What follows belongs to an exercise in optimizing a design on an open flow for small area; a production flow would make more cautious choices.
Only simulation tests tie the RTL to the original design; equivalence was not proved.
No activity file was given, so power comes from the tool's default toggle rates.

**flow/constraint.sdc**
```tcl
create_clock -name core_clock -period 10.0 [get_ports {clk}]
set_input_delay 2.0000 -clock core_clock [delete_from_list [all_inputs] [get_ports {clk}]]
set_output_delay 2.0000 -clock core_clock [all_outputs]
set_load 0.01 [all_outputs]
```
**flow/config.mk**
```make
export PLATFORM = sky130hd
export DESIGN_NAME = cpuTop
export DESIGN_NICKNAME = cpuTop
export VERILOG_FILES = /design/flow/design.v
export SDC_FILE = /design/flow/constraint.sdc
export NUM_CORES = 4
export LEC_CHECK = 0
export CAP_MARGIN = 20
export CORE_MARGIN = 2
export CORE_UTILIZATION = 40
export SLEW_MARGIN = 20
```
**flow/design.v**
```verilog
`timescale 1ns/100ps
`default_nettype none
module cpuTop #(
	parameter logic [15:0] resetPc = '0
) (
	input wire clk,
	input wire rst,
	input wire [15:0] instr,
	output logic [15:0] instrAddr,
	output logic [15:0] dataAddr,
	output logic [15:0] dataWrData,
	output logic dataWrite,
	output logic dataRead,
	input wire [15:0] dataRdData
);
	localparam logic [2:0] sClr = 3'd0;   
	localparam logic [2:0] sEx  = 3'd1;   
	localparam logic [2:0] sBr  = 3'd2;   
	localparam logic [2:0] sLw  = 3'd3;   
	localparam logic [2:0] sSw  = 3'd4;   
	localparam logic [2:0] sInc = 3'd5;   
	logic [2:0] state;
	logic [1:0] phase;
	logic [15:0] regs [1:15];
	logic [15:0] pc;
	logic [15:0] xr;        
	logic aluC, incC, eqF;
	wire [3:0] op = instr[15:12];
	wire [3:0] rd = instr[11:8];
	wire [3:0] rs1 = instr[7:4];
	wire [3:0] rs2 = instr[3:0];
	wire ex = (state == sEx);
	wire isAddi = (op == 4'b1001);
	wire isMem = (op[3:2] == 2'b00) & (op[1:0] == 2'b01 || op[1:0] == 2'b10);
	wire isLw = (op == 4'b0001);
	wire isJmp = (op == 4'b0011);
	wire isBr = (op[3:1] == 3'b010);
	wire isAluR = (op == 4'b1000) || (op == 4'b1011) || (op == 4'b1100) || (op == 4'b1111);
	logic [3:0] selA;
	always_comb begin
		if (ex && isMem) selA = {2'b10, instr[9:8]};
		else if ((ex && isAddi) || state == sBr) selA = rd;
		else selA = rs1;
	end
	wire [3:0] portA = (selA == 4'd0) ? 4'd0 : regs[selA][3:0];
	wire [3:0] portB = (rs2 == 4'd0) ? 4'd0 : regs[rs2][3:0];
	logic [3:0] pcNib, immNib;
	always_comb begin
		case (phase)
			2'd0: pcNib = pc[3:0];
			2'd1: pcNib = pc[7:4];
			2'd2: pcNib = pc[11:8];
			default: pcNib = pc[15:12];
		endcase
	end
	always_comb begin
		immNib = 4'd0;
		if (isJmp) begin
			case (phase)
				2'd0: immNib = instr[3:0];
				2'd1: immNib = instr[7:4];
				2'd2: immNib = instr[11:8];
				default: immNib = {4{instr[11]}};
			endcase
		end else if (isMem) begin
			case (phase)
				2'd0: immNib = {instr[2:0], 1'b0};
				2'd1: immNib = instr[6:3];
				default: immNib = {4{instr[7]}};
			endcase
		end else begin
			case (phase)
				2'd0: immNib = instr[3:0];
				2'd1: immNib = instr[7:4];
				default: immNib = {4{instr[7]}};
			endcase
		end
	end
	wire doSub = ex & (isAluR & (op == 4'b1100));
	wire doNand = ex & (op == 4'b1011);
	wire doOr = ex & (op == 4'b1111);
	wire [3:0] aluA = (ex && isJmp) ? pcNib : portA;
	logic [3:0] aluB;
	always_comb begin
		if (state == sBr) aluB = 4'd0;
		else if (ex && (isAluR || isBr)) aluB = portB;
		else aluB = immNib;
	end
	wire cin = (phase == 2'd0) ? (doSub | (ex & isJmp)) : aluC;
	wire [4:0] sum = {1'b0, aluA} + {1'b0, doSub ? ~aluB : aluB} + {4'd0, cin};
	logic [3:0] aluY;
	always_comb begin
		if (doNand) aluY = ~(aluA & aluB);
		else if (doOr) aluY = aluA | aluB;
		else aluY = sum[3:0];
	end
	wire eqNib = (aluA == aluB);
	wire eqAll = eqNib & ((phase == 2'd0) | eqF);
	wire taken = (op[0] ? !eqAll : eqAll);
	wire incCin = (phase == 2'd0) ? 1'b1 : incC;
	wire [4:0] inc = {1'b0, pcNib} + {4'd0, incCin};
	logic [3:0] wrNib;
	logic [15:0] wrEn;
	always_comb begin
		wrEn = '0;
		wrNib = aluY;
		case (state)
			sClr: begin
				wrEn = '1;
				wrNib = 4'd0;
			end
			sEx: if (isAluR || isAddi) wrEn[rd] = 1'b1;
			sLw: begin
				wrEn[{2'b11, instr[11:10]}] = 1'b1;
				case (phase)
					2'd0: wrNib = dataRdData[3:0];
					2'd1: wrNib = dataRdData[7:4];
					2'd2: wrNib = dataRdData[11:8];
					default: wrNib = dataRdData[15:12];
				endcase
			end
			default: ;
		endcase
	end
	always_ff @(posedge clk) begin
		for (int i = 1; i < 16; i++) begin
			regs[i] <= {wrEn[i] ? wrNib : regs[i][3:0], regs[i][15:4]};
		end
	end
	logic [3:0] xNib;
	always_comb begin
		case (phase)
			2'd0: xNib = resetPc[3:0];
			2'd1: xNib = resetPc[7:4];
			2'd2: xNib = resetPc[11:8];
			default: xNib = resetPc[15:12];
		endcase
		if (state == sClr) ;  
		else if ((ex && (isMem || isJmp)) || state == sBr) xNib = aluY;
		else xNib = inc[3:0];
	end
	wire holdX = (state == sLw);
	wire [15:0] xNext = {xNib, xr[15:4]};
	always_ff @(posedge clk) begin
		if (!holdX) xr <= xNext;
		aluC <= sum[4];
		incC <= inc[4];
		eqF <= eqAll;
	end
	wire last = (phase == 2'd3);
	logic ldPc;
	logic [2:0] nextState;
	always_comb begin
		ldPc = 1'b0;
		nextState = sEx;
		case (state)
			sClr: ldPc = 1'b1;
			sEx: begin
				if (isMem) nextState = isLw ? sLw : sSw;
				else if (isBr && taken) nextState = sBr;
				else ldPc = 1'b1;
			end
			sLw: nextState = sInc;
			default: ldPc = 1'b1;
		endcase
	end
	always_ff @(posedge clk) begin
		if (last && ldPc) pc <= xNext;
	end
	always_ff @(posedge clk or posedge rst) begin
		if (rst) begin
			state <= sClr;
			phase <= 2'd0;
		end else begin
			phase <= phase + 2'd1;
			if (last) state <= nextState;
		end
	end
	assign instrAddr = pc;
	assign dataAddr = xr;
	assign dataRead = (state == sLw);
	assign dataWrite = (state == sSw) && (phase == 2'd0);
	always_comb begin
		case (instr[11:10])
			2'd0: dataWrData = regs[12];
			2'd1: dataWrData = regs[13];
			2'd2: dataWrData = regs[14];
			default: dataWrData = regs[15];
		endcase
	end
endmodule
`default_nettype wire
```
**flow/run.sh**
```bash
#!/bin/bash
# synth_recipe.tcl (not shown) runs the flow's synth.tcl, then flattens the netlist and writes it again
# the make line also repeats each setting of config.mk as NAME=value (left out here)
make -C /OpenROAD-flow-scripts/flow DESIGN_CONFIG=/design/flow/config.mk WORK_HOME=/design/flow/orfs CLKGATE_MAP_FILE= SYNTH_SCRIPT=/design/flow/synth_recipe.tcl finish
```
==> flow_summary.toml, run 1 <==
[routing]
vias_per_cell = 5.569
vias = 7039
wl_um = 27240
drtAntennaViolNets = 0
wl_per_cell_um = 21.55
dr.pass1.iters = 6
drcViolationCount = 0
drtIter0Drc = 808

[synthesis]
synth_top_cells_by_area = "dfxtp_1 47%, edfxtp_1 9.3%, mux2_2 7.9%, mux4_2 3.7%, ha_1 2.9%"
synthArstFlopShare = 0.01786
synth_top_cell_by_area = "dfxtp_1"
synthesis.area_um2 = 10310
synth_top_area_frac = 0.4718
synth_edf_count = 32
avgSynthCellArea_um2 = 12.19
synth_flop_cell = "dfxtp_1"
ys_seq_elements = 280
yosysWarnings = 18
syn_nets = 906
ys_types = 76
syn_inst = 846
yosysSeqAreaShare = 0.5772

[cells_and_area]
post-route-cell-area_um2 = 12290
fin_util = 0.4867
diodes = 0
syn_to_final_growth_pct = 19.21
fillers = 2275
nNetsFinal = 974
final_layout_size_suffix_gt1_frac = 0.1842

[pwr]
vdd_ir_drop_max_mv = 0.1898
pwr-share-clk = 0.288
switching_share = 0.2859
power_frac_comb = 0.202
pwr_density_cell_nw_per_um2 = 305.6
p_leak_nw = 4.832
pwr-share-seq = 0.511
power.internal_w = 0.002682
power_switching_w = 0.001074

[global_route]
gr-max-usage-layer = "met2"
grt_pass1_vias = 6877
antenna_found_initial = 0
grt_usage = 0.1999
grt_pass1_wl_um = 40890
use_met2 = 0.3203
grt_max_degree = 29
gr-usage-met3 = 0.03817
grt_overflow = 0
grtUsageMet1 = 0.2720

[die]
die_h_um = 164.5
start_util = 0.4082
die_area_um2 = 27080
boundaryPins = 84
dieWidth_um = 164.5
placementRows = 58
coreArea_um2 = 25250

[clocking]
clock_latency_ns = 0.54
root_buffer = "clkbuf_16"
cts_setup_buffers = 0
cts_buffers = 26
clockBufferDepth = 3
hold_buffers = 0
clkTransAtPathRegs_ns = 0.07
htreeDepth = 1
cts_resized = 0
cts.sinks = 280
cts_tree = "yes"

[worst_setup_path]
startpoint_type = "input port"
r2r_setup_slack_ns = 5.27
critPathLaunch = "instr[12]"
crit-reg2reg-launch = "state[2]$_DFFE_PP0P_"
crit_path_end_kind = "flop"
criticalPathCategory = "in -> reg"
crit_top_cell = "fa_1"
cp_slowest_stage_delay_ns = 0.75
path_max_fanout = 15
arrival_ns = 7.00
slowest_stage = "o22ai_2"
worstPathRequired_ns = 10.48
path_cells = "clkdlybuf4s50_1 -> inv_1 -> ha_1 -> or4b_4 -> or2_4 -> nand2_8 -> o32ai_2 -> a222oi_1 -> nand3_1 -> o31a_1 -> fa_1 -> fa_1 -> a21oi_1 -> o22ai_2 -> mux2_2"

[place]
dpl_worst_slack_ns = 3.063
dp_hpwl_um = 19680
io_buffers = 83
place.gp.congestion = 0.9650
place_area_um2 = 11320

[min_path]
min_path_type = "reg -> reg"
hp-start = "regs[11][7]$_DFF_P_"

[timing]
worst_slack_ns = 3.480
fin_crit_ns = 6.520
finalSetupTns_ns = 0
slew_violations = 0
relSlewSlack = 0.2598
worst_pin_slew_ns = 1.107
skew_ns = 0.01328
fin_crit_sh = 0.6520
fmax_mhz = 153.4
rsz0062_at_grt = "false"
setup_viol = 0
hold_violations = 0

[flow_run]
maxCapViolCount = 0

[run_status]
outcome = "timing/DRC/antenna clean"
power groups by stage:
stage          Combinational [W]  Sequential, W  Clock, W
6_report                0.000757        0.00192   0.00108
2_1_floorplan           0.000503        0.00179         0
5_1_grt                 0.000825        0.00196   0.00114
3_5_place_dp            0.000753        0.00193         0
4_1_cts                 0.000760        0.00191   0.00110
3_3_place_gp            0.000752        0.00193         0
metrics by stage:
step	total power [W]	instances	hold WS, ns
detailed placement	0.002687	1216	0.3121
CTS	0.003774	1264	0.3148
global placement	0.002677	1216	0.3096
global route	0.003928	1264	0.3263
finish	0.003757	1264	0.3147
floorplan	0.002289	846	0.3096
layout by cell type, fill, tap and decap left out, types with 4 or more instances in the layout:
| cell | n |
|---|---|
| a211oi_1 | 11 |
| a21o_1 | 5 |
| a21oi_1 | 51 |
| a221oi_1 | 4 |
| a222oi_1 | 13 |
| a22oi_1 | 22 |
| a31oi_1 | 8 |
| and2_1 | 7 |
| and3_1 | 7 |
| buf_4 | 7 |
| bufinv_16 | 5 |
| clkbuf_16 | 26 |
| clkbuf_8 | 6 |
| clkdlybuf4s50_1 | 82 |
| clkinv_4 | 4 |
| dfrtp_1 | 5 |
| dfxtp_1 | 243 |
| edfxtp_1 | 32 |
| ha_1 | 24 |
| inv_1 | 18 |
| mux2_2 | 72 |
| mux2i_1 | 14 |
| mux4_2 | 17 |
| nand2_1 | 39 |
| nand2b_1 | 4 |
| nand3_1 | 16 |
| nand4_1 | 6 |
| nor2_1 | 45 |
| nor2b_1 | 8 |
| nor3_1 | 6 |
| nor4_1 | 4 |
| o21ai_0 | 20 |
| o22ai_1 | 10 |
| o31ai_1 | 6 |
| o32ai_1 | 4 |
| or2_2 | 4 |
| xnor2_1 | 5 |
path summary, 6_finish.rpt:
kind	endpoint	depth (start not counted)
worst min-delay path	regs[11][3]$_DFF_P_	0
worst min register to register	regs[11][3]$_DFF_P_	0
min in group asynchronous	phase[1]$_DFF_PP0_	2
worst max register to register	regs[5][13]$_DFF_P_	12
max in group asynchronous	state[0]$_DFFE_PP0P_	2
worst max-delay path	regs[5][13]$_DFF_P_	15
worst max-delay path, delay by kind of cell:
family / cells / cell delay (ns)
adders and majority gates: 3 / 1.29
muxes: 1 / 0.29
buffers and inverters: 2 / 0.64
and+or+nand+nor: 4 / 1.07
AOI/OAI and AO/OA: 5 / 1.71
cell type report:
cell class	count	area, µm²	area share
Clock buffer	33	737.0	0.05996
Clock inverter	15	231.5	0.01883
Timing Repair Buffer	90	878.3	0.07147
Multi-Input combinational cell	497	4009	0.3262
Inverter	19	71.32	0.005803
Sequential cell	280	5951	0.4842
Tap cell	330	412.9	0.03359
metal layers:
metal / vias to the layer above / wire length [µm]
met4: 0 / 996
met1: 3392 / 12080
met3: 65 / 2182
met5: - / 0
met2: 326 / 11980
li1: 3256 / -
state kept, by name, indices dropped and copies added (netlist names):
register / count
xr: 16
aluC: 1
incC: 1
regs: 240
phase: 2
state: 3
pc: 16
eqF: 1
cell usage after synthesis (6+ instances only):
| cell type | count |
|---|---|
| clkbuf_1 | 27 |
| a211oi_1 | 11 |
| a31oi_1 | 8 |
| nor2_1 | 45 |
| ha_1 | 24 |
| edfxtp_1 | 32 |
| dfxtp_1 | 243 |
| nor3_1 | 7 |
| nor2b_1 | 8 |
| buf_4 | 14 |
| o31ai_1 | 6 |
| a222oi_1 | 13 |
| and3_1 | 7 |
| a22oi_1 | 22 |
| o21ai_0 | 20 |
| nand2_1 | 39 |
| mux2_2 | 72 |
| nand4_1 | 6 |
| a21oi_1 | 51 |
| nand3_1 | 16 |
| mux2i_1 | 14 |
| and2_1 | 7 |
| inv_1 | 18 |
| o22ai_1 | 12 |
| mux4_2 | 17 |
kinds of logic after synthesis:
| kind of cell | count (synthesis) | share of synthesized area |
|---|---|---|
| and+or+nand+nor | 172 | 0.08956 |
| DFF | 280 | 0.5772 |
| AOI/OAI and AO/OA | 188 | 0.1278 |
| muxes | 103 | 0.1294 |
| adders and majority gates | 26 | 0.03301 |
| buffers and inverters | 69 | 0.03629 |
| xor gates and xnor gates | 8 | 0.006796 |
==> run 2, diff against run 1 <==
--- a/flow/config.mk
+++ b/flow/config.mk
@@ -5,7 +5,9 @@
 export SDC_FILE = /design/flow/constraint.sdc
 export NUM_CORES = 4
 export LEC_CHECK = 0
+export ABC_AREA = 1
 export CAP_MARGIN = 20
 export CORE_MARGIN = 2
 export CORE_UTILIZATION = 40
+export CTS_BUF_LIST = sky130_fd_sc_hd__clkbuf_4
 export SLEW_MARGIN = 20
==> flow_summary.toml, run 2 <==
[synthesis]
synthArstFlopShare = 0.01786
synth_edf_count = 32
ys_types = 39
synth_flop_cell = "dfxtp_1"
synthesis.area_um2 = 10070
syn_inst = 1129
synth_top_cells_by_area = "dfxtp_1 48%, nand2_1 10%, edfxtp_1 9.5%, inv_1 4.0%, nor2_1 3.8%"
syn_nets = 1189
yosysWarnings = 18
synth_commonest_cells = "272 x nand2_1, 243 x dfxtp_1, 106 x inv_1"
synth_top_cell_by_area = "dfxtp_1"
ys_seq_elements = 280
yosysMostFrequentCell = "nand2_1"
synth_top_area_frac = 0.4833
avgSynthCellArea_um2 = 8.916
yosysSeqAreaShare = 0.5912

[cells_and_area]
largest_register_ffs = 240
regMostFlops = "regs"
final_cell_mix = "272 x nand2_1, 243 x dfxtp_1, 106 x inv_1"
final_layout_size_suffix_gt1_frac = 0.1104
syn_to_final_growth_pct = 20.01
nNetsFinal = 1315
reg.largest.list = "regs (240), pc (16), xr (16)"
mostFrequentLayoutCell = "nand2_1"

[timing]
skew_ns = 0.06362
relSlewSlack = 0.2382
worst_slack_ns = 3.446
setup_viol = 0
finalSetupTns_ns = 0
hold_slack_ns = 0.2830
hold_violations = 0
fin_crit_ns = 6.554
worst_pin_slew_ns = 1.143
fin_crit_sh = 0.6554
rsz0062_at_grt = "false"
slew_violations = 0
fmax_mhz = 152.6

[worst_setup_path]
crit-reg2reg-launch = "state[2]$_DFFE_PP0P_"
arrival_ns = 7.10
crit_path_end_kind = "flop"
r2r_setup_slack_ns = 5.17
critPathLaunch = "instr[12]"
rr_endpoint = "regs[13][14]$_DFF_P_"
criticalPathCategory = "in -> reg"
startpoint_type = "input port"
rr_worst_depth = 23
crit_path_end = "regs[13][14]$_DFF_P_"
path_max_fanout = 15
worstPathRequired_ns = 10.55

[place]
place.gp.congestion = 0.9910
io_buffers = 83
dpl_worst_slack_ns = 2.835
dp_hpwl_um = 21360

[clocking]
cts_buffers = 68
cts.sinks = 280
clockBufferDepth = 3
hold_buffers = 0
cts_setup_buffers = 0
root_buffer = "clkbuf_4"
cts_tree = "yes"
htreeDepth = 3
cts_resized = 0
clkTransAtPathRegs_ns = 0.06
clock_latency_ns = 0.68

[routing]
drcViolationCount = 0
dr.pass1.iters = 5
drtAntennaViolNets = 0
wl_per_cell_um = 17.63
drtIter0Drc = 467
wl_um = 28830
vias = 8085
vias_per_cell = 4.945

[pwr]
vdd_ir_drop_max_mv = 0.1493
pwr_density_cell_nw_per_um2 = 307.2
p_leak_nw = 5.426

[global_route]
grt_max_degree = 22
grt_overflow = 0
use_met2 = 0.3567
grt_usage = 0.2216
antenna_found_initial = 1
grtUsageMet1 = 0.2808
grt_pass1_wl_um = 43990
gr-max-usage-layer = "met2"
gr-usage-met3 = 0.04329
grt_pass1_vias = 8034

[die]
placementRows = 58
dieWidth_um = 162.6
die_h_um = 162.6
coreArea_um2 = 24960
die_area_um2 = 26450
start_util = 0.4032
boundaryPins = 84

[min_path]
min_path_type = "reg -> reg"
hp-start = "regs[1][15]$_DFF_P_"

[flow_run]
maxCapViolCount = 0

[run_status]
outcome = "timing/DRC/antenna clean"
run 2: changes by cell type after synthesis, sizes merged, moves of 22 or more:
cell / delta
mux2: -72
nand2: +233
nor2: +65
o21ai: +66
nand3: +52
inv: +96
a22oi: -22
run 2: metal layers:
metal	vias to the layer above	part of all wire
li1	4008	-
met1	3713	0.45
met2	285	0.45
met3	79	0.055
met4	0	0.045
met5	-	0
run 2: how the worst min path moves through the flow:
| stage | end | depth (start not counted) | slack (ns) |
|---|---|---|---|
| finish | regs[1][11]$_DFF_P_ | 0 | 0.28 |
| global route | regs[1][11]$_DFF_P_ | 0 | 0.27 |
| CTS | regs[1][11]$_DFF_P_ | 0 | 0.26 |
| detailed placement | regs[8][10]$_DFF_P_ | 0 | 0.31 |
| global placement | regs[10][8]$_DFF_P_ | 0 | 0.31 |
| floorplan | regs[10][0]$_DFF_P_ | 0 | 0.31 |
run 2: logic make-up (layout without fill, tap and decap cells):
kind of cell / Yosys count / after routing / synth area share
simple gates: 481 / 481 / 0.1991
flops: 280 / 280 / 0.5912
other cells: 0 / 1 / 0
fa+ha+maj: 26 / 26 / 0.03381
xor+xnor: 7 / 7 / 0.006837
compound gates: 189 / 189 / 0.1080
buf+inv: 146 / 321 / 0.06103
run 2: final cells by class:
cell class | count | area, µm²
fill | 2462 | 12880
antenna | 1 | 2.502
timing repair buffer | 88 | 868.3
clock buffer | 100 | 750.7
tap | 330 | 412.9
sequential | 280 | 5951
clock inverter | 19 | 158.9
multi-input combinational | 703 | 3508
inverter | 114 | 427.9
run 2: through the flow:
step	instance area [µm²]	total power, W	utilization	instances
2_1_floorplan	10070	0.002326	-	1129
3_3_place_gp	11170	0.002742	0.4474	1515
3_5_place_dp	11170	0.002750	0.4474	1515
4_1_cts	12080	0.003733	0.4838	1634
5_1_grt	12080	0.003930	0.4839	1635
6_report	12080	0.003711	0.4839	1635
run 2: worst max-delay path, stage by stage:
cell,delay [ns]
clkdlybuf4s50_1,0.56
inv_1,0.06
ha_1,0.29
nand3_2,0.16
inv_2,0.10
nand2_1,0.24
nand3_1,0.26
nand2_1,0.07
nand2_1,0.16
nor2_1,0.21
nand2_1,0.13
nor2_1,0.05
nor2_1,0.12
nand2_1,0.06
nor2_1,0.18
o21bai_1,0.14
fa_1,0.48
fa_1,0.41
xor2_1,0.17
nand2_1,0.06
o21ai_1,0.07
a21oi_1,0.12
o22ai_2,0.76
nand2_1,0.10
o21ai_1,0.10
run 2: power by group:
part	internal (W)	switching, W
Clock	0.000538	0.000428
Sequential	0.00167	0.000250
Combinational	0.000290	0.000534
Total	0.00250	0.00121
==> run 3, diff against run 2 <==
--- a/flow/config.mk
+++ b/flow/config.mk
@@ -9,5 +9,4 @@
 export CAP_MARGIN = 20
 export CORE_MARGIN = 2
 export CORE_UTILIZATION = 40
-export CTS_BUF_LIST = sky130_fd_sc_hd__clkbuf_4
 export SLEW_MARGIN = 20
==> flow_summary.toml, run 3 <==
[run_status]
outcome = "timing/DRC/antenna clean"

[global_route]
grt_overflow = 0
grt_usage = 0.2169
gr-usage-met3 = 0.03718
use_met2 = 0.3580
grt_pass1_wl_um = 43390
grtUsageMet1 = 0.2835
grt_pass1_vias = 7714
antenna_found_initial = 0
gr-max-usage-layer = "met2"
grt_max_degree = 22

[cells_and_area]
final_layout_size_suffix_gt1_frac = 0.06006
mostFrequentLayoutCell = "nand2_1"
nNetsFinal = 1274
reg.largest.list = "regs (240), pc (16), xr (16)"
regMostFlops = "regs"
diodes = 0
syn_to_final_growth_pct = 19.60
fin_util = 0.4823
final_cell_mix = "272 x nand2_1, 243 x dfxtp_1, 106 x inv_1"
largest_register_ffs = 240

[clocking]
htreeDepth = 1
clkTransAtPathRegs_ns = 0.06
hold_buffers = 0
cts.sinks = 280
root_buffer = "clkbuf_16"
clockBufferDepth = 3
cts_tree = "yes"
cts_setup_buffers = 0
cts_buffers = 27
clock_latency_ns = 0.54
cts_resized = 0

[timing]
worst_slack_ns = 3.376
rsz0062_at_grt = "false"
fin_crit_ns = 6.624
fmax_mhz = 151.0
setup_viol = 0
worst_pin_slew_ns = 1.094
hold_slack_ns = 0.3211
slew_violations = 0
hold_violations = 0
relSlewSlack = 0.2705
fin_crit_sh = 0.6624
finalSetupTns_ns = 0
skew_ns = 0.01255

[synthesis]
yosysMostFrequentCell = "nand2_1"
synth_top_cells_by_area = "dfxtp_1 48%, nand2_1 10%, edfxtp_1 9.5%, inv_1 4.0%, nor2_1 3.8%"
ys_seq_elements = 280
ys_types = 39
synth_top_cell_by_area = "dfxtp_1"
synth_top_area_frac = 0.4833
synth_flop_cell = "dfxtp_1"
yosysSeqAreaShare = 0.5912
synthesis.area_um2 = 10070
synth_edf_count = 32
syn_nets = 1189
avgSynthCellArea_um2 = 8.916
synth_commonest_cells = "272 x nand2_1, 243 x dfxtp_1, 106 x inv_1"
synthArstFlopShare = 0.01786
syn_inst = 1129
yosysWarnings = 18

[min_path]
min_path_type = "reg -> reg"

[pwr]
vdd_ir_drop_max_mv = 0.1514
pwr_density_cell_nw_per_um2 = 310.4
p_leak_nw = 5.315
power_w = 0.003736

[routing]
drtIter0Drc = 549
wl_um = 28480
dr.pass1.iters = 7
vias_per_cell = 5.003
wl_per_cell_um = 18.23
drcViolationCount = 0
drtAntennaViolNets = 0
vias = 7814

[worst_setup_path]
worstPathRequired_ns = 10.45
crit_path_end_kind = "flop"
arrival_ns = 7.07
startpoint_type = "input port"
path_max_fanout = 15
criticalPathCategory = "in -> reg"

[place]
io_buffers = 83
place.gp.congestion = 0.9910
dp_hpwl_um = 21360
dpl_worst_slack_ns = 2.835

[die]
dieWidth_um = 162.6
boundaryPins = 84
start_util = 0.4032
coreArea_um2 = 24960
placementRows = 58
die_h_um = 162.6
die_area_um2 = 26450

[flow_run]
maxCapViolCount = 0
run 3: cell counts after synthesis:
No cell type changed its count.
run 3: per-layer routing:
layer	up-vias	part of all wire
met3	64	0.063
met4	0	0.038
li1	3872	-
met5	-	0
met1	3596	0.45
met2	282	0.44
run 3: where the power goes:
part	internal [W]	switching (W)	leakage (nW)	total [W]
sequential	0.00167	0.000248	2.42	0.00192
combinational	0.000290	0.000532	2.47	0.000822
clock	0.000586	0.000409	0.427	0.000995
total	0.00255	0.00119	5.32	0.00374
run 3: cell type report:
class | count | area [µm²]
timing repair buffer | 88 | 868.3
clock inverter | 7 | 96.34
sequential | 280 | 5951
multi-input combinational | 703 | 3508
tap | 330 | 412.9
clock buffer | 40 | 774.5
inverter | 114 | 427.9
fill | 2404 | 12920
run 3: path summary, 6_finish.rpt:
check                      slack (ns)              endpoint            startpoint  depth (start not counted)
setup / recovery                 3.38   regs[9][14]$_DFF_P_             instr[12]                         25
hold / removal                   0.32    regs[5][5]$_DFF_P_    regs[5][9]$_DFF_P_                          0
setup reg to reg                 5.24   regs[9][14]$_DFF_P_  state[2]$_DFFE_PP0P_                         23
hold reg to reg                  0.32    regs[5][5]$_DFF_P_    regs[5][9]$_DFF_P_                          0
max in group asynchronous        8.17  state[0]$_DFFE_PP0P_                   rst                          2
min in group asynchronous        1.66    phase[1]$_DFF_PP0_                   rst                          2
run 3: logic make-up after synthesis:
kind of cell / count (synthesis) / share of synthesized area
DFF: 280 / 0.5912
buffers and inverters: 146 / 0.06103
and+or+nand+nor: 481 / 0.1991
xor gates and xnor gates: 7 / 0.006837
AOI/OAI and AO/OA: 189 / 0.1080
adders and majority gates: 26 / 0.03381
run 3: critical path: stages:
cell	delay, ns
clkdlybuf4s50_1	0.56
inv_1	0.06
ha_1	0.29
nand3_2	0.16
inv_2	0.10
nand2_1	0.24
nand3_1	0.26
nand2_1	0.07
nand2_1	0.15
nor2_1	0.21
nand2_1	0.13
nor2_1	0.05
nor2_1	0.13
nand2_1	0.06
nor2_1	0.18
o21bai_1	0.14
fa_1	0.48
fa_1	0.42
xor2_1	0.17
nand2_1	0.07
o21ai_1	0.07
a21oi_1	0.11
o22ai_2	0.74
nand2_1	0.09
o21ai_0	0.12
run 3: through the flow:
step	instance area (µm²)	cells
5_1_grt	12040	1562
6_report	12040	1562
3_5_place_dp	11170	1515
4_1_cts	12040	1562
3_3_place_gp	11170	1515
2_1_floorplan	10070	1129
==> run 4, diff against run 3 <==
--- a/flow/config.mk
+++ b/flow/config.mk
@@ -9,4 +9,5 @@
 export CAP_MARGIN = 20
 export CORE_MARGIN = 2
 export CORE_UTILIZATION = 40
+export CTS_BUF_LIST = sky130_fd_sc_hd__clkbuf_2
 export SLEW_MARGIN = 20
==> flow_summary.toml, run 4 <==
[run_status]
outcome = "timing/DRC/antenna clean"

[die]
start_util = 0.4032
placementRows = 58
die_area_um2 = 26450
die_h_um = 162.6
boundaryPins = 84
coreArea_um2 = 24960
dieWidth_um = 162.6

[global_route]
grt_max_degree = 22
grt_overflow = 0
antenna_found_initial = 1
grt_pass1_wl_um = 43880
grt_usage = 0.2210
grt_pass1_vias = 8036

[timing]
slew_violations = 0
relSlewSlack = 0.2384
worst_pin_slew_ns = 1.142
fin_crit_ns = 6.495
hold_violations = 0
skew_ns = 0.1083
rsz0062_at_grt = "false"
setup_viol = 0
finalSetupTns_ns = 0
fmax_mhz = 154.0
fin_crit_sh = 0.6495

[cells_and_area]
syn_to_final_growth_pct = 17.50
largest_register_ffs = 240
mostFrequentLayoutCell = "nand2_1"
multi_input_area_um2 = 3508
regArea_um2 = 5951
fillers = 2477
nNetsFinal = 1315
final_layout_size_suffix_gt1_frac = 0.1113
reg.largest.list = "regs (240), pc (16), xr (16)"
final_cell_mix = "272 x nand2_1, 243 x dfxtp_1, 106 x inv_1"
post-route-cell-area_um2 = 11830
fin_util = 0.4738
fin_cells = 1634
regMostFlops = "regs"

[clocking]
cts_buffers = 68
root_buffer = "clkbuf_2"
clockBufferDepth = 3
hold_buffers = 0
cts_resized = 0
clock_latency_ns = 0.85
clkTransAtPathRegs_ns = 0.10
cts.sinks = 280
htreeDepth = 3
cts_tree = "yes"
cts_setup_buffers = 0

[routing]
wl_per_cell_um = 17.60
vias = 8086
vias_per_cell = 4.949
drtAntennaViolNets = 0
dr.pass1.iters = 5
drtIter0Drc = 471
wl_um = 28750
drcViolationCount = 0

[synthesis]
synth_edf_count = 32
synth_top_cell_by_area = "dfxtp_1"
synth_flop_cell = "dfxtp_1"
synth_top_area_frac = 0.4833
syn_inst = 1129
yosysWarnings = 18
synth_top_cells_by_area = "dfxtp_1 48%, nand2_1 10%, edfxtp_1 9.5%, inv_1 4.0%, nor2_1 3.8%"
syn_nets = 1189
ys_types = 39
synthArstFlopShare = 0.01786
ys_seq_elements = 280
synth_commonest_cells = "272 x nand2_1, 243 x dfxtp_1, 106 x inv_1"
yosysMostFrequentCell = "nand2_1"
synthesis.area_um2 = 10070
avgSynthCellArea_um2 = 8.916
yosysSeqAreaShare = 0.5912

[pwr]
p_leak_nw = 5.383
power_w = 0.003512
pwr_density_cell_nw_per_um2 = 297.0
vdd_ir_drop_max_mv = 0.1261

[worst_setup_path]
startpoint_type = "input port"
worstPathRequired_ns = 8.00
path_max_fanout = 14
arrival_ns = 4.50
criticalPathCategory = "in -> out"
crit_path_end_kind = "primary output"

[place]
place_area_um2 = 11170
place.gp.congestion = 0.9910
dp_hpwl_um = 21360
placedCellCount = 1515
io_buffers = 83

[flow_run]
maxCapViolCount = 0

[min_path]
min_path_type = "reg -> reg"
==> run 4: cell types whose count changed in the layout (fill, tap and decap cells not counted), sizes merged <==
| cell | before | now |
|---|---|---|
| clkbuf | 40 | 101 |
| clkinv | 3 | 12 |
| bufinv | 2 | 3 |
| clkinvlp | 0 | 1 |
| diode | 0 | 1 |
| inv | 116 | 115 |
==> run 4: power breakdown <==
group,internal [W],switching [W]
Sequential,0.00167,0.000248
Combinational,0.000290,0.000533
Clock,0.000346,0.000427
==> run 4: worst max-delay path, cell delays in order <==
cell and delay [ns]:
clkdlybuf4s50_1 0.78, inv_1 0.23, nor2_1 0.15, buf_4 0.25, inv_1 0.13, o22ai_1 0.17, a21oi_1 0.05, o21ai_0 0.14
clkdlybuf4s50_1 0.58
==> run 4: per-layer routing <==
layer / vias to the layer above / track usage / routed length (µm)
met5: - / 0 / 0
met4: 0 / 0.1219 / 1285
met3: 74 / 0.04431 / 1827
met2: 314 / 0.3536 / 12750
met1: 3692 / 0.2812 / 12890
li1: 4006 / - / -
==> run 4: layout make-up <==
type / instances / area share
Antenna cell: 1 / 0.0002116
Clock buffer: 101 / 0.04274
Clock inverter: 17 / 0.01280
Inverter: 114 / 0.03618
Multi-Input combinational cell: 703 / 0.2966
Sequential cell: 280 / 0.5031
Tap cell: 330 / 0.03491
Timing Repair Buffer: 88 / 0.07342
==> run 4: kinds of logic after synthesis <==
family,Yosys count,share of synthesized area
flops,280,0.5912
buf+inv,146,0.06103
xor+xnor,7,0.006837
compound gates,189,0.1080
simple gates,481,0.1991
fa+ha+maj,26,0.03381
==> run 4: stage by stage <==
stage	setup slack (ns)	hold slack (ns)
2_1_floorplan	3.922	0.3096
3_3_place_gp	2.953	0.3099
3_5_place_dp	2.835	0.3121
4_1_cts	3.515	0.2401
5_1_grt	3.117	0.2500
6_report	3.505	0.2562
==> run 4: final timing paths <==
kind | start | endpoint | slack, ns | cells past startpoint
max | instr[11] | dataWrData[0] | 3.50 | 9
min | regs[1][4]$_DFF_P_ | regs[1][0]$_DFF_P_ | 0.26 | 0
max reg2reg | state[2]$_DFFE_PP0P_ | regs[13][14]$_DFF_P_ | 5.13 | 23
min reg2reg | regs[1][4]$_DFF_P_ | regs[1][0]$_DFF_P_ | 0.26 | 0
max in group asynchronous | rst | state[0]$_DFFE_PP0P_ | 8.47 | 2
min in group asynchronous | rst | phase[1]$_DFF_PP0_ | 1.34 | 2
==> run 5, diff against run 4 <==
==> flow/flow/run.sh (new file) <==
#!/bin/bash
# Own flow: the standard ORFS flow with three changes.
#  1. Synthesis is ORFS's own (synth_recipe.tcl via standard.sh) but its ABC step
#     uses flow/abc_area.script, an area-oriented mapping without ABC's
#     buffering and up-sizing. The registers are checked against the standard
#     synthesis; if they differ in any way, the standard netlist is used.
#  2. Port buffers are the smallest buffer, sky130_fd_sc_hd__buf_1.
#  3. Clock tree synthesis without dummy loads, with flow/cts_args.txt.
set -uo pipefail
W=$(pwd)
R=$W/orfs/results/$FLOW_PLATFORM/cpuTop/base

# 1. reference: the standard synthesis
bash standard.sh synth > $W/synth_standard.log 2>&1 || exit 1
cp $R/1_2_yosys.v $W/reference_1_2_yosys.v

# same synthesis scripts, own ABC script
cp -r $FLOW_HOME/scripts $W/myscripts
cp $W/flow/abc_area.script $W/myscripts/abc_area.script
rm -rf $W/orfs
if bash standard.sh synth SCRIPTS_DIR=$W/myscripts > $W/synth_own.log 2>&1 \
	&& python3 $W/flow/cmpregs.py $W/reference_1_2_yosys.v $R/1_2_yosys.v > $W/cmpregs.log 2>&1; then
	echo "using own synthesis"
else
	echo "own synthesis unusable; using the standard synthesis"
	rm -rf $W/orfs
	bash standard.sh synth > $W/synth_standard2.log 2>&1 || exit 1
fi

CTS="$(cat $W/flow/cts_args.txt)"
bash standard.sh finish "BUFFER_PORTS_ARGS=-buffer_cell sky130_fd_sc_hd__buf_1" "CTS_ARGS=$CTS" > $W/layout.log 2>&1 || exit 1
ls -l $W/out
==> flow/flow/abc_area.script (new file) <==
strash
&get -n
&fraig -x
&put
scorr
dc2
dretime
strash
&get -n
&dch -f
&nf
&put
==> flow/flow/cmpregs.py (new file) <==
#!/usr/bin/env python3
# Compare the registers (instance name and cell type, drive strength ignored)
# of two gate-level netlists; exit 1 if they differ.
import re, sys

def regs(path):
    text = open(path).read()
    out = {}
    for m in re.finditer(r'^\s*(sky130_fd_sc_hd__(\w+?)_\d+)\s+(\\\S+|\S+)\s*\(', text, re.M):
        base = m.group(2)
        if re.match(r'(df|edf|sdf|dl)', base):
            out[m.group(3)] = base
    return out

a, b = regs(sys.argv[1]), regs(sys.argv[2])
print(f"reference registers: {len(a)}, new: {len(b)}")
if a != b:
    for k in sorted(set(a) | set(b)):
        if a.get(k) != b.get(k):
            print("differs:", k, a.get(k), b.get(k))
    sys.exit(1)
print("registers match")
==> flow/flow/cts_args.txt (new file) <==
-sink_clustering_enable -repair_clock_nets -dont_use_dummy_load -buf_list sky130_fd_sc_hd__clkbuf_4
==> flow/standard.sh (new file) <==
#!/bin/bash
# synth_recipe.tcl (not shown) runs the flow's synth.tcl, then flattens the netlist and writes it again
# the make line also repeats each setting of config.mk as NAME=value (left out here)
make -C /OpenROAD-flow-scripts/flow DESIGN_CONFIG=/design/flow/config.mk WORK_HOME=/design/flow/orfs CLKGATE_MAP_FILE= SYNTH_SCRIPT=/design/flow/synth_recipe.tcl "${@:-finish}"
--- a/flow/config.mk
+++ b/flow/config.mk
@@ -9,5 +9,4 @@
 export CAP_MARGIN = 20
 export CORE_MARGIN = 2
 export CORE_UTILIZATION = 40
-export CTS_BUF_LIST = sky130_fd_sc_hd__clkbuf_2
 export SLEW_MARGIN = 20
removed: flow/run.sh
==> flow_summary.toml, run 5 <==
[synthesis]
ys_seq_elements = 280
synthesis.area_um2 = 9497
synth_top_cells_by_area = "dfxtp_1 51%, edfxtp_1 10%, mux2_1 7.1%, a222oi_1 3.3%, nand2_1 3.2%"
ys_types = 47
yosysWarnings = 18
synth_commonest_cells = "243 x dfxtp_1, 81 x nand2_1, 60 x mux2_1"
syn_nets = 851
avgSynthCellArea_um2 = 12.01
synthArstFlopShare = 0.01786
synth_top_cell_by_area = "dfxtp_1"
syn_inst = 791
synth_top_area_frac = 0.5123
yosysSeqAreaShare = 0.6266
yosysMostFrequentCell = "dfxtp_1"
synth_flop_cell = "dfxtp_1"
synth_edf_count = 32

[worst_setup_path]
rr_worst_depth = 15
arrival_ns = 7.25
crit_path_end_kind = "flop"
worstPathRequired_ns = 10.33
crit-reg2reg-launch = "state[2]$_DFFE_PP0P_"
path_cells = "buf_1 -> clkinv_1 -> ha_1 -> or3b_1 -> nor2_1 -> nor3_1 -> or2_0 -> nor3_1 -> a222oi_1 -> and4_1 -> nand3_1 -> a32o_1 -> ha_1 -> nor4_1 -> o21ai_0 -> a211oi_1 -> a21oi_1 -> buf_4"
r2r_setup_slack_ns = 4.55
critPathLaunch = "instr[12]"
cp_slowest_stage_delay_ns = 0.67
path_max_fanout = 16
startpoint_type = "input port"
criticalPathCategory = "in -> reg"
path_buf_inv = 3
rr_endpoint = "pc[6]$_DFFE_PP_"
path_delay_family = "simple AND/OR/NAND/NOR gates"
slowest_stage = "nor3_1"

[place]
place.gp.congestion = 0.9496
placedCellCount = 1193
dp_hpwl_um = 19060
io_buffers = 83
dpl_worst_slack_ns = 2.486

[clocking]
clkTransAtPathRegs_ns = 0.06
cts_buffers = 69
clockBufferDepth = 3
cts_tree = "yes"
hold_buffers = 0
cts_setup_buffers = 0
cts_resized = 0
cts.sinks = 280
clock_latency_ns = 0.65
htreeDepth = 3
root_buffer = "clkbuf_4"

[global_route]
antenna_found_initial = 1
grt_overflow = 0
grt_pass1_wl_um = 39340
grt_usage = 0.2138
grt_pass1_vias = 6747
grt_max_degree = 22

[timing]
hold_slack_ns = 0.2862
finalSetupTns_ns = 0
worst_pin_slew_ns = 1.022
skew_ns = 0.06696
fin_crit_sh = 0.6925
slew_violations = 0
relSlewSlack = 0.3185
hold_violations = 0
worst_slack_ns = 3.075
setup_viol = 0
fmax_mhz = 144.4
rsz0062_at_grt = "false"
fin_crit_ns = 6.925

[cells_and_area]
reg.largest.list = "regs (240), pc (16), xr (16)"
final_cell_mix = "243 x dfxtp_1, 83 x buf_1, 81 x nand2_1"
final_layout_size_suffix_gt1_frac = 0.08696
regMostFlops = "regs"
nNetsFinal = 1005
syn_to_final_growth_pct = 13.03
largest_register_ffs = 240
fin_cells = 1264
mostFrequentLayoutCell = "dfxtp_1"

[routing]
wl_um = 26120
dr_wl_met2_um = 12080
wl_met3_um = 1941
dr.pass1.iters = 6
routed.top_layer = "met4"
drtAntennaViolNets = 0
drtIter0Drc = 537
wirelength_met1_um = 11210
drcViolationCount = 0
vias = 6889
vias_per_cell = 5.450
wl_per_cell_um = 20.67

[die]
die_h_um = 158.1
start_util = 0.4058
dieWidth_um = 158.1
boundaryPins = 84
coreArea_um2 = 23400
die_area_um2 = 24990
placementRows = 56

[min_path]
min_path_type = "reg -> reg"
hp-start = "regs[4][15]$_DFF_P_"
hold_end = "regs[4][11]$_DFF_P_"
hold_depth = 0

[run_status]
outcome = "timing/DRC/antenna clean"

[flow_run]
maxCapViolCount = 0

[pwr]
p_leak_nw = 4.260
vdd_ir_drop_max_mv = 0.1530
pwr_density_cell_nw_per_um2 = 296.5
power_w = 0.003182
run 5: routing by layer:
metal  global-route usage  vias up
li1                     -     3261
met1               0.2634     3268
met2               0.3495      300
met3              0.05612       60
met4               0.1012        0
met5                    0        -
run 5: worst max path at each step:
stage,depth (start not counted),endpoint,slack (ns)
detailed placement,23,regs[9][14]$_DFF_P_,2.49
CTS,23,regs[4][14]$_DFF_P_,3.14
floorplan,17,pc[0]$_DFFE_PP_,3.13
finish,18,pc[6]$_DFFE_PP_,3.07
global route,23,regs[1][14]$_DFF_P_,2.69
global placement,23,regs[9][14]$_DFF_P_,2.52
run 5: where the power goes:
group	internal (W)	leakage (nW)	switching, W	total, W
Combinational	0.000231	1.53	0.000360	0.000591
Sequential	0.00163	2.41	0.000282	0.00191
Clock	0.000314	0.317	0.000364	0.000678
run 5: cell families after synthesis:
kind of cell	Yosys count	share of synthesized area
buf+inv	29	0.01621
xor+xnor	9	0.008300
simple gates	209	0.1066
flops	280	0.6266
compound gates	177	0.1343
mux	61	0.07220
fa+ha+maj	26	0.03584
run 5: worst register-to-register path: stages, from the launching register on:
cell      delay, ns
dfrtp_1        0.44
or3b_1         0.49
nor2_1         0.42
nor3_1         0.14
or2_0          0.37
nor3_1         0.67
a222oi_1       0.25
and4_1         0.27
nand3_1        0.15
a32o_1         0.26
ha_1           0.25
nor4_1         0.40
o21ai_0        0.24
a211oi_1       0.46
a21oi_1        0.13
buf_4          0.22
run 5: cell type report:
cell class	count	area, µm²
tap	319	399.1
antenna	2	5.005
fill	2256	12670
sequential	280	5951
multi-input combinational	482	3396
inverter	17	63.81
clock buffer	69	518.0
timing repair buffer	95	401.6
run 5: stage by stage:
| stage | util | area (µm²) |
|---|---|---|
| finish | 0.4587 | 10730 |
| global route | 0.4587 | 10730 |
| CTS | 0.4585 | 10730 |
| detailed placement | 0.4363 | 10210 |
| global placement | 0.4363 | 10210 |
| floorplan | - | 9497 |
==> run 6, diff against run 5 <==
--- a/flow/design.v
+++ b/flow/design.v
@@ -140,9 +140,8 @@
 		else xNib = inc[3:0];
 	end
 	wire holdX = (state == sLw);
-	wire [15:0] xNext = {xNib, xr[15:4]};
 	always_ff @(posedge clk) begin
-		if (!holdX) xr <= xNext;
+		if (!holdX) xr <= {xNib, xr[15:4]};
 		aluC <= sum[4];
 		incC <= inc[4];
 		eqF <= eqAll;
@@ -165,7 +164,7 @@
 		endcase
 	end
 	always_ff @(posedge clk) begin
-		if (last && ldPc) pc <= xNext;
+		if (last && ldPc) pc <= {xNib, xr[15:4]};
 	end
 	always_ff @(posedge clk or posedge rst) begin
 		if (rst) begin
--- a/flow/flow/run.sh
+++ b/flow/flow/run.sh
@@ -2,7 +2,7 @@
 # Own flow: the standard ORFS flow with three changes.
 #  1. Synthesis is ORFS's own (synth_recipe.tcl via standard.sh) but its ABC step
 #     uses flow/abc_area.script, an area-oriented mapping without ABC's
-#     buffering and up-sizing. The registers are checked against the standard
+#     buffering and up-sizing, and adders are left to ABC (no ADDER_MAP_FILE). The registers are checked against the standard
 #     synthesis; if they differ in any way, the standard netlist is used.
 #  2. Port buffers are the smallest buffer, sky130_fd_sc_hd__buf_1.
 #  3. Clock tree synthesis without dummy loads, with flow/cts_args.txt.
@@ -18,7 +18,7 @@
 cp -r $FLOW_HOME/scripts $W/myscripts
 cp $W/flow/abc_area.script $W/myscripts/abc_area.script
 rm -rf $W/orfs
-if bash standard.sh synth SCRIPTS_DIR=$W/myscripts > $W/synth_own.log 2>&1 \
+if bash standard.sh synth SCRIPTS_DIR=$W/myscripts ADDER_MAP_FILE= > $W/synth_own.log 2>&1 \
 	&& python3 $W/flow/cmpregs.py $W/reference_1_2_yosys.v $R/1_2_yosys.v > $W/cmpregs.log 2>&1; then
 	echo "using own synthesis"
 else
==> flow/flow/cts_args.txt (replaced) <==
-sink_clustering_enable -repair_clock_nets -dont_use_dummy_load -buf_list sky130_fd_sc_hd__clkbuf_4 -sink_clustering_size 12 -sink_clustering_max_diameter 50
==> flow_summary.toml, run 6 <==
[run_status]
outcome = "timing/DRC/antenna clean"

[synthesis]
avgSynthCellArea_um2 = 11.23
synth_top_area_frac = 0.5367
syn_inst = 807
yosysSeqAreaShare = 0.6565
synth_top_cells_by_area = "dfxtp_1 54%, edfxtp_1 11%, a21oi_1 3.8%, nand2_1 3.6%, a22oi_1 3.4%"
synthArstFlopShare = 0.01786
synthesis.area_um2 = 9064
synth_top_cell_by_area = "dfxtp_1"
ys_types = 44
yosysMostFrequentCell = "dfxtp_1"
yosysWarnings = 18
syn_nets = 841
synth_flop_cell = "dfxtp_1"
synth_commonest_cells = "243 x dfxtp_1, 86 x nand2_1, 71 x nor2_1"
synth_edf_count = 32
ys_seq_elements = 280

[worst_setup_path]
path_max_fanout = 16
slowest_stage = "mux2i_1"
path_cells = "buf_1 -> nor4bb_1 -> a21oi_1 -> nand2_1 -> mux2i_1 -> nor3_1 -> a22o_1 -> a2111oi_0 -> nand4_1 -> a221oi_1 -> nor2_1 -> a21oi_1 -> xnor2_1 -> nor4_1 -> xnor2_1 -> nor2_1 -> a2111oi_2 -> buf_4"
arrival_ns = 7.47
cp_slowest_stage_delay_ns = 0.74
criticalPathCategory = "in -> reg"
crit_path_end_kind = "flop"
worstPathRequired_ns = 10.30
startpoint_type = "input port"

[die]
dieWidth_um = 154.5
placementRows = 55
coreArea_um2 = 22430
boundaryPins = 84
die_h_um = 154.5
die_area_um2 = 23880
start_util = 0.4040

[pwr]
vdd_ir_drop_max_mv = 0.1569
power.internal_w = 0.002011
pwr-share-clk = 0.149
switching_share = 0.3336
power_frac_comb = 0.207
power_switching_w = 0.001007
pwr-share-seq = 0.645
p_leak_nw = 3.780
pwr_density_cell_nw_per_um2 = 300.4

[cells_and_area]
final_cell_mix = "243 x dfxtp_1, 86 x nand2_1, 83 x buf_1"
final_layout_size_suffix_gt1_frac = 0.04516
nNetsFinal = 966
mostFrequentLayoutCell = "dfxtp_1"
largest_register_ffs = 240
syn_to_final_growth_pct = 10.84
regMostFlops = "regs"
fin_util = 0.4478
reg.largest.list = "regs (240), pc (16), xr (16)"

[clocking]
cts.sinks = 280
clock_latency_ns = 0.71
htreeDepth = 1
clockBufferDepth = 3
clkTransAtPathRegs_ns = 0.12
root_buffer = "clkbuf_4"
hold_buffers = 0
cts_resized = 0
cts_tree = "yes"
cts_buffers = 29
cts_setup_buffers = 0

[routing]
vias = 6808
drtAntennaViolNets = 0
wl_um = 24750
drcViolationCount = 0
vias_per_cell = 5.599
drtIter0Drc = 564
dr.pass1.iters = 9
wl_per_cell_um = 20.35

[global_route]
grt_usage = 0.2046
grt_pass1_vias = 6418
grtUsageMet1 = 0.2882
grt_pass1_wl_um = 37700
antenna_found_initial = 1
use_met2 = 0.3214
gr-usage-met3 = 0.02970
grt_overflow = 0
grt_max_degree = 19
gr-max-usage-layer = "met2"

[timing]
hold_violations = 0
skew_ns = 0.1342
setup_viol = 0
fin_crit_ns = 7.172
finalSetupTns_ns = 0
relSlewSlack = 0.2779
slew_violations = 0
fin_crit_sh = 0.7172
worst_pin_slew_ns = 1.083
fmax_mhz = 139.4
rsz0062_at_grt = "false"

[flow_run]
maxCapViolCount = 0

[min_path]
min_path_type = "reg -> reg"

[place]
dp_hpwl_um = 18150
io_buffers = 83
place.gp.congestion = 0.9128
-- run 6: cell count changes in the layout (fill, tap and decap cells not counted), sizes merged, moves of 7 or more --
cell	delta
nor2	+36
a22oi	+12
a222oi	-11
a211oi	-7
mux2	-42
a221oi	+7
o21ai	+20
ha	-24
clkbuf	-40
a32oi	-7
a21oi	+38
xor2	+7
clkinv	-7
-- run 6: final timing paths --
kind	cells after the start	startpoint	slack (ns)	endpoint
worst max-delay path	18	instr[12]	2.83	pc[8]$_DFFE_PP_
worst min-delay path	0	regs[6][11]$_DFF_P_	0.25	regs[6][7]$_DFF_P_
worst max register to register	17	state[2]$_DFFE_PP0P_	4.14	pc[8]$_DFFE_PP_
worst min register to register	0	regs[6][11]$_DFF_P_	0.25	regs[6][7]$_DFF_P_
max in group asynchronous	2	rst	8.63	state[0]$_DFFE_PP0P_
min in group asynchronous	2	rst	1.23	phase[0]$_DFF_PP0_
-- run 6: per-layer routing --
| layer | wire [µm] | up-vias |
|---|---|---|
| met5 | 0 | - |
| met4 | 870 | 0 |
| met3 | 1520 | 65 |
| met2 | 10940 | 288 |
| met1 | 11410 | 3230 |
| li1 | - | 3225 |
-- run 6: worst max-delay path: cells and delay by family --
family / cells / cell delay (ns)
AND/OR/NAND/NOR: 7 / 1.74
AO/OA/AOI/OAI: 6 / 2.07
buffers and inverters: 2 / 0.61
multiplexers: 1 / 0.74
XOR/XNOR: 2 / 0.29
-- run 6: layout make-up --
class                   instances  area [µm²]
well taps                     285       356.6
fillers                      2176       12390
inverters                      10       37.54
clock buffers                  29       217.7
repair buffers                 94       394.1
multi-input cells             517        3087
diodes                          1       2.502
flip-flops and latches        280        5951
-- run 6: stage by stage --
step	worst slack [ns]	hold slack [ns]	total power, W	area [µm²]	std cells
2_1_floorplan	1.407	0.3096	0.002218	9064	807
3_3_place_gp	2.313	0.3097	0.002579	9826	1186
3_5_place_dp	2.382	0.3121	0.002593	9826	1186
4_1_cts	3.034	0.2369	0.003045	10040	1215
5_1_grt	2.393	0.2615	0.003202	10050	1216
6_report	2.828	0.2517	0.003017	10050	1216
-- run 6: cell families after synthesis --
| family | count (synthesis) | synth area share |
|---|---|---|
| DFF | 280 | 0.6565 |
| AOI/OAI and AO/OA | 235 | 0.1695 |
| and+or+nand+nor | 234 | 0.1173 |
| muxes | 23 | 0.02788 |
| xor gates and xnor gates | 22 | 0.02126 |
| buffers and inverters | 10 | 0.004142 |
| adders and majority gates | 3 | 0.003313 |
-- run 6: power groups by stage --
stage                     Clock, W  Sequential, W  Combinational [W]
after floorplan                  0        0.00183           0.000384
after global placement           0        0.00196           0.000622
after detailed placement         0        0.00197           0.000622
after CTS                 0.000475        0.00195           0.000625
after global routing      0.000518        0.00200           0.000688
final                     0.000449        0.00195           0.000623
==> run 7, diff against run 6 <==
==> flow/flow/cts_args.txt (replaced) <==
-sink_clustering_enable -repair_clock_nets -dont_use_dummy_load -buf_list sky130_fd_sc_hd__clkbuf_8 -sink_clustering_size 20 -sink_clustering_max_diameter 60
==> flow_summary.toml, run 7 <==
[timing]
fin_crit_sh = 0.7162
rsz0062_at_grt = "false"
setup_viol = 0
relSlewSlack = 0.2968
hold_violations = 0
skew_ns = 0.06470
fin_crit_ns = 7.162
slew_violations = 0
finalSetupTns_ns = 0
fmax_mhz = 139.6
worst_pin_slew_ns = 1.055

[global_route]
grt_overflow = 0
antenna_found_initial = 0
grt_max_degree = 21
grt_usage = 0.2038
grt_pass1_wl_um = 37540
grt_pass1_vias = 6361

[flow_run]
maxCapViolCount = 0

[routing]
drcViolationCount = 0
vias_per_cell = 5.558
wl_um = 24740
vias = 6709
wl_per_cell_um = 20.49
drtIter0Drc = 606
dr.pass1.iters = 5
drtAntennaViolNets = 0

[clocking]
cts_setup_buffers = 0
cts_tree = "yes"
clockBufferDepth = 3
htreeDepth = 1
cts_buffers = 21
clock_latency_ns = 0.55
clkTransAtPathRegs_ns = 0.09
cts.sinks = 280
root_buffer = "clkbuf_8"
cts_resized = 0
hold_buffers = 0

[worst_setup_path]
critPathLaunch = "instr[12]"
rr_worst_depth = 20
arrival_ns = 7.52
path_max_fanout = 15
crit_path_end_kind = "flop"
rr_endpoint = "regs[8][15]$_DFF_P_"
startpoint_type = "input port"
r2r_setup_slack_ns = 4.27
criticalPathCategory = "in -> reg"
crit-reg2reg-launch = "state[0]$_DFFE_PP0P_"
worstPathRequired_ns = 10.36

[run_status]
outcome = "timing/DRC/antenna clean"

[cells_and_area]
post-route-cell-area_um2 = 10110
final_layout_size_suffix_gt1_frac = 0.03688
regMostFlops = "regs"
largest_register_ffs = 240
syn_to_final_growth_pct = 11.60
diodes = 0
fin_cells = 1207
final_cell_mix = "243 x dfxtp_1, 86 x nand2_1, 83 x buf_1"
mostFrequentLayoutCell = "dfxtp_1"
nNetsFinal = 958
reg.largest.list = "regs (240), pc (16), xr (16)"

[synthesis]
synth_edf_count = 32
synth_top_area_frac = 0.5367
synthArstFlopShare = 0.01786
syn_nets = 841
synth_commonest_cells = "243 x dfxtp_1, 86 x nand2_1, 71 x nor2_1"
ys_seq_elements = 280
avgSynthCellArea_um2 = 11.23
synth_flop_cell = "dfxtp_1"
ys_types = 44
synth_top_cells_by_area = "dfxtp_1 54%, edfxtp_1 11%, a21oi_1 3.8%, nand2_1 3.6%, a22oi_1 3.4%"
yosysMostFrequentCell = "dfxtp_1"
synth_top_cell_by_area = "dfxtp_1"
yosysSeqAreaShare = 0.6565
yosysWarnings = 18
synthesis.area_um2 = 9064
syn_inst = 807

[place]
place.gp.congestion = 0.9128
placedCellCount = 1186
io_buffers = 83
place_area_um2 = 9826
dp_hpwl_um = 18150

[min_path]
hold_depth = 0
hold_end = "regs[7][10]$_DFF_P_"
hp-start = "regs[7][14]$_DFF_P_"
min_path_type = "reg -> reg"

[die]
die_area_um2 = 23880
start_util = 0.4040
placementRows = 55
boundaryPins = 84
dieWidth_um = 154.5
coreArea_um2 = 22430
die_h_um = 154.5

[pwr]
pwr_density_cell_nw_per_um2 = 304.1
vdd_ir_drop_max_mv = 0.1669
p_leak_nw = 3.798
[run 7: cell counts after synthesis]
No cell type changed its count.
[run 7: stage by stage]
stage                 util  setup slack (ns)  hold WS (ns)  total power (W)
floorplan                -             1.407        0.3096         0.002218
CTS                 0.4509             2.931        0.2718         0.003102
global route        0.4509             2.286        0.2787         0.003255
finish              0.4509             2.838        0.2721         0.003076
global placement    0.4380             2.313        0.3097         0.002579
detailed placement  0.4380             2.382        0.3121         0.002593
[run 7: worst max-delay path by stage]
| stage | endpoint | slack, ns | cells past startpoint |
|---|---|---|---|
| after detailed placement | pc[3]$_DFFE_PP_ | 2.38 | 18 |
| after floorplan | pc[0]$_DFFE_PP_ | 1.41 | 16 |
| after global routing | pc[15]$_DFFE_PP_ | 2.29 | 18 |
| final | regs[8][15]$_DFF_P_ | 2.84 | 20 |
| after CTS | pc[11]$_DFFE_PP_ | 2.93 | 18 |
| after global placement | pc[3]$_DFFE_PP_ | 2.31 | 18 |
[run 7: kinds of logic (layout without fill, tap and decap cells)]
logic type,count (synthesis),count (layout),share of synthesized area
flip-flops,280,280,0.6565
AO/OA/AOI/OAI,235,235,0.1695
AND/OR/NAND/NOR,234,234,0.1173
multiplexers,23,23,0.02788
XOR/XNOR,22,22,0.02126
buffers and inverters,10,125,0.004142
adder cells (fa/ha/maj),3,3,0.003313
[run 7: layer usage]
layer  track usage  up-vias  part of all wire
li1              -     3197                 -
met1        0.2868     3173              0.45
met2        0.3206      270              0.45
met3       0.03026       69             0.066
met4       0.07363        0             0.033
met5             0        -                 0
[run 7: where the power goes]
group          switching [W]  total (W)  leakage (nW)  internal [W]
logic               0.000397   0.000620          1.23      0.000223
registers           0.000291    0.00195          2.41       0.00166
clock network       0.000320   0.000509         0.151      0.000189
[run 7: layout make-up]
cell class                 instances  area, µm²
fill                            2160      12320
sequential                       280       5951
multi-input combinational        517       3087
timing repair buffer              94      394.1
tap                              285      356.6
clock buffer                      21      289.0
inverter                          10      37.54
[run 7: critical path, cell delays in order]
cell      delay (ns)
buf_1           0.33
nor4bb_1        0.50
a21oi_1         0.18
nand2_1         0.20
mux2i_1         0.74
nor3_1          0.27
a22o_1          0.25
a221oi_1        0.26
nand3_1         0.16
a22oi_1         0.43
xor2_1          0.26
a21oi_1         0.14
maj3_1          0.41
maj3_1          0.41
xnor2_1         0.14
o21ai_0         0.14
nand2_1         0.10
a22oi_1         0.20
buf_4           0.29
o21ai_0         0.11
==> run 8, diff against run 7 <==
==> flow/flow/cts_args.txt (replaced) <==
-sink_clustering_enable -repair_clock_nets -dont_use_dummy_load -buf_list sky130_fd_sc_hd__clkbuf_4 -sink_clustering_size 10 -sink_clustering_max_diameter 40
--- a/flow/config.mk
+++ b/flow/config.mk
@@ -9,4 +9,5 @@
 export CAP_MARGIN = 20
 export CORE_MARGIN = 2
 export CORE_UTILIZATION = 40
+export GPL_TIMING_DRIVEN = 0
 export SLEW_MARGIN = 20
==> flow_summary.toml, run 8 <==
[run_status]
outcome = "timing/DRC/antenna clean"

[synthesis]
yosysWarnings = 18
synth_top_cells_by_area = "dfxtp_1 54%, edfxtp_1 11%, a21oi_1 3.8%, nand2_1 3.6%, a22oi_1 3.4%"
avgSynthCellArea_um2 = 11.23
synth_flop_cell = "dfxtp_1"
ys_seq_elements = 280
yosysSeqAreaShare = 0.6565
synth_top_cell_by_area = "dfxtp_1"
yosysMostFrequentCell = "dfxtp_1"
synth_commonest_cells = "243 x dfxtp_1, 86 x nand2_1, 71 x nor2_1"
synthArstFlopShare = 0.01786
syn_nets = 841
synthesis.area_um2 = 9064
ys_types = 44
synth_top_area_frac = 0.5367
synth_edf_count = 32
syn_inst = 807

[global_route]
grt_overflow = 0
grt_pass1_wl_um = 36390
grt_max_degree = 20
gr-usage-met3 = 0.04343
grt_pass1_vias = 6365
grtUsageMet1 = 0.2764
gr-max-usage-layer = "met2"
use_met2 = 0.3029
antenna_found_initial = 1
grt_usage = 0.1988

[timing]
fin_crit_sh = 0.7786
rsz0062_at_grt = "false"
relSlewSlack = 0.3359
setup_viol = 0
hold_slack_ns = 0.2481
slew_violations = 0
hold_violations = 0
fin_crit_ns = 7.786
finalSetupTns_ns = 0
fmax_mhz = 128.4
skew_ns = 0.1159
worst_pin_slew_ns = 0.9940

[clocking]
cts.sinks = 280
root_buffer = "clkbuf_4"
hold_buffers = 0
clock_latency_ns = 0.64
cts_setup_buffers = 0
htreeDepth = 2
cts_tree = "yes"
cts_buffers = 38
clkTransAtPathRegs_ns = 0.08
cts_resized = 0
clockBufferDepth = 3

[worst_setup_path]
rr_endpoint = "pc[4]$_DFFE_PP_"
rr_worst_depth = 18
worstPathRequired_ns = 10.26
crit_path_end = "pc[4]$_DFFE_PP_"
crit-reg2reg-launch = "state[0]$_DFFE_PP0P_"
critPathLaunch = "instr[12]"
startpoint_type = "input port"
arrival_ns = 8.05
r2r_setup_slack_ns = 3.08
path_max_fanout = 12
criticalPathCategory = "in -> reg"
crit_path_end_kind = "flop"

[die]
placementRows = 55
coreArea_um2 = 22430
die_area_um2 = 23880
die_h_um = 154.5
dieWidth_um = 154.5
start_util = 0.4040
boundaryPins = 84

[pwr]
pwr-share-seq = 0.623
power_frac_comb = 0.214
power_switching_w = 0.001003
p_leak_nw = 3.807
power_w = 0.003079
switching_share = 0.3257
vdd_ir_drop_max_mv = 0.1202
pwr_density_cell_nw_per_um2 = 304.3
power.internal_w = 0.002076
pwr-share-clk = 0.163

[cells_and_area]
reg.largest.list = "regs (240), pc (16), xr (16)"
regArea_um2 = 5951
final_layout_size_suffix_gt1_frac = 0.05775
fillers = 2170
regMostFlops = "regs"
syn_to_final_growth_pct = 11.62
final_cell_mix = "243 x dfxtp_1, 86 x nand2_1, 83 x buf_1"
nNetsFinal = 971
largest_register_ffs = 240
multi_input_area_um2 = 3109
fin_cells = 1222
mostFrequentLayoutCell = "dfxtp_1"

[routing]
dr.pass1.iters = 9
wl_per_cell_um = 19.80
vias = 6783
drtAntennaViolNets = 0
drtIter0Drc = 581
wl_um = 24190
vias_per_cell = 5.551
drcViolationCount = 0

[place]
io_buffers = 83
place.gp.congestion = 0.9599
placedCellCount = 1181
dp_hpwl_um = 17720

[flow_run]
maxCapViolCount = 0

[min_path]
min_path_type = "reg -> reg"
[run 8: cell counts after synthesis]
No cell type changed its count.
[run 8: through the flow]
step | cell area (µm²) | setup slack (ns) | util
after CTS | 10110 | 2.474 | 0.4505
after global routing | 10120 | 1.965 | 0.4510
after detailed placement | 9822 | 1.900 | 0.4378
final | 10120 | 2.214 | 0.4510
after global placement | 9732 | -1.362 | 0.4338
after floorplan | 9064 | 1.407 | -
[run 8: power by group through the flow]
stage / Clock, W / Sequential [W] / Combinational, W
detailed placement: 0 / 0.00194 / 0.000653
floorplan: 0 / 0.00183 / 0.000384
finish: 0.000502 / 0.00192 / 0.000659
global route: 0.000565 / 0.00197 / 0.000720
global placement: 0 / 0.00192 / 0.000602
CTS: 0.000523 / 0.00192 / 0.000658
[run 8: cell type report]
cell class / count / share of cell area
flip-flops and latches: 280 / 0.5882
multi-input cells: 517 / 0.3073
repair buffers: 90 / 0.03685
inverters: 10 / 0.003710
clock buffers: 38 / 0.02820
well taps: 285 / 0.03525
diodes: 2 / 0.0004947
[run 8: cells by family (layout without fill, tap and decap cells)]
kind of cell	count (synthesis)	in the layout	share of synthesized area
multiplexers	23	23	0.02788
other	0	2	0
XOR/XNOR	22	22	0.02126
flip-flops	280	280	0.6565
buffers and inverters	10	138	0.004142
AND/OR/NAND/NOR	234	234	0.1173
adder cells (fa/ha/maj)	3	3	0.003313
AO/OA/AOI/OAI	235	235	0.1695
[run 8: worst max-delay path, stage by stage]
cell	delay (ns)
buf_1	0.35
nor4bb_1	0.49
a21oi_1	0.18
nand2_1	0.25
mux2i_1	0.79
nor3_1	0.31
a22o_1	0.27
a2111oi_0	0.43
nand4_1	0.17
a221oi_1	0.48
nor2_1	0.14
a21oi_1	0.40
xnor2_1	0.13
nor4_1	0.54
xnor2_1	0.18
nor2_1	0.09
a2111oi_2	0.35
buf_2	0.26
buf_2	0.22
[run 8: worst min path at each step]
stage / from / to / slack [ns] / cells after the start
after CTS: regs[11][8]$_DFF_P_ / regs[11][4]$_DFF_P_ / 0.26 / 0
after detailed placement: regs[11][5]$_DFF_P_ / regs[11][1]$_DFF_P_ / 0.31 / 0
after global placement: regs[5][11]$_DFF_P_ / regs[5][7]$_DFF_P_ / 0.31 / 0
final: regs[11][8]$_DFF_P_ / regs[11][4]$_DFF_P_ / 0.25 / 0
after floorplan: regs[10][4]$_DFF_P_ / regs[10][0]$_DFF_P_ / 0.31 / 0
after global routing: regs[11][8]$_DFF_P_ / regs[11][4]$_DFF_P_ / 0.26 / 0
[run 8: per-layer routing]
metal,vias to the layer above,share of wire
met5,-,0
met4,0,0.034
met3,59,0.070
met2,275,0.44
met1,3203,0.46
li1,3246,-

==> what the ideal ports hide <==
The flow's constraints put no driver on any port. The routed layouts listed below were extracted and timed again, unchanged, in two steps.
Step 1, drivers: a clkbuf_16 drives clk and a buf_2 each remaining input, both assumed.
Step 2 adds t to the input delays and takes it off the output delays; t is the mean of the earliest and latest rising clock arrival at the registers after step 1. Input paths then give back, and output paths get back, about the clock's delay inside the block.
a / b / c = ideal ports / drivers / drivers and shift; a / b = the first two.
run	shift t [ns]	setup slack, ns	hold WS [ns]	worst setup path at the end
run 1	0.575	3.480 / 3.489 / 2.913	0.315 / 0.315 / 0.315	input to register
run 2	0.694	3.446 / 3.446 / 2.771	0.283 / 0.283 / 0.283	input to register
run 3	0.577	3.376 / 3.398 / 2.822	0.321 / 0.321 / 0.321	input to register
run 4	0.832	3.505 / 3.482 / 2.757	0.256 / 0.256 / 0.256	input to register
run 5	0.658	3.075 / 3.085 / 2.427	0.286 / 0.286 / 0.286	input to register
run 6	0.680	2.828 / 2.837 / 2.156	0.252 / 0.252 / 0.252	input to register
run 7	0.564	2.838 / 2.844 / 2.281	0.272 / 0.272 / 0.272	input to register
run 8	0.627	2.214 / 2.204 / 1.577	0.248 / 0.248 / 0.248	input to register
After both steps every run listed still meets setup and hold. For run 4, which loses most, drivers alone change the setup slack by -0.023 ns; drivers and shift together by -0.748 ns.
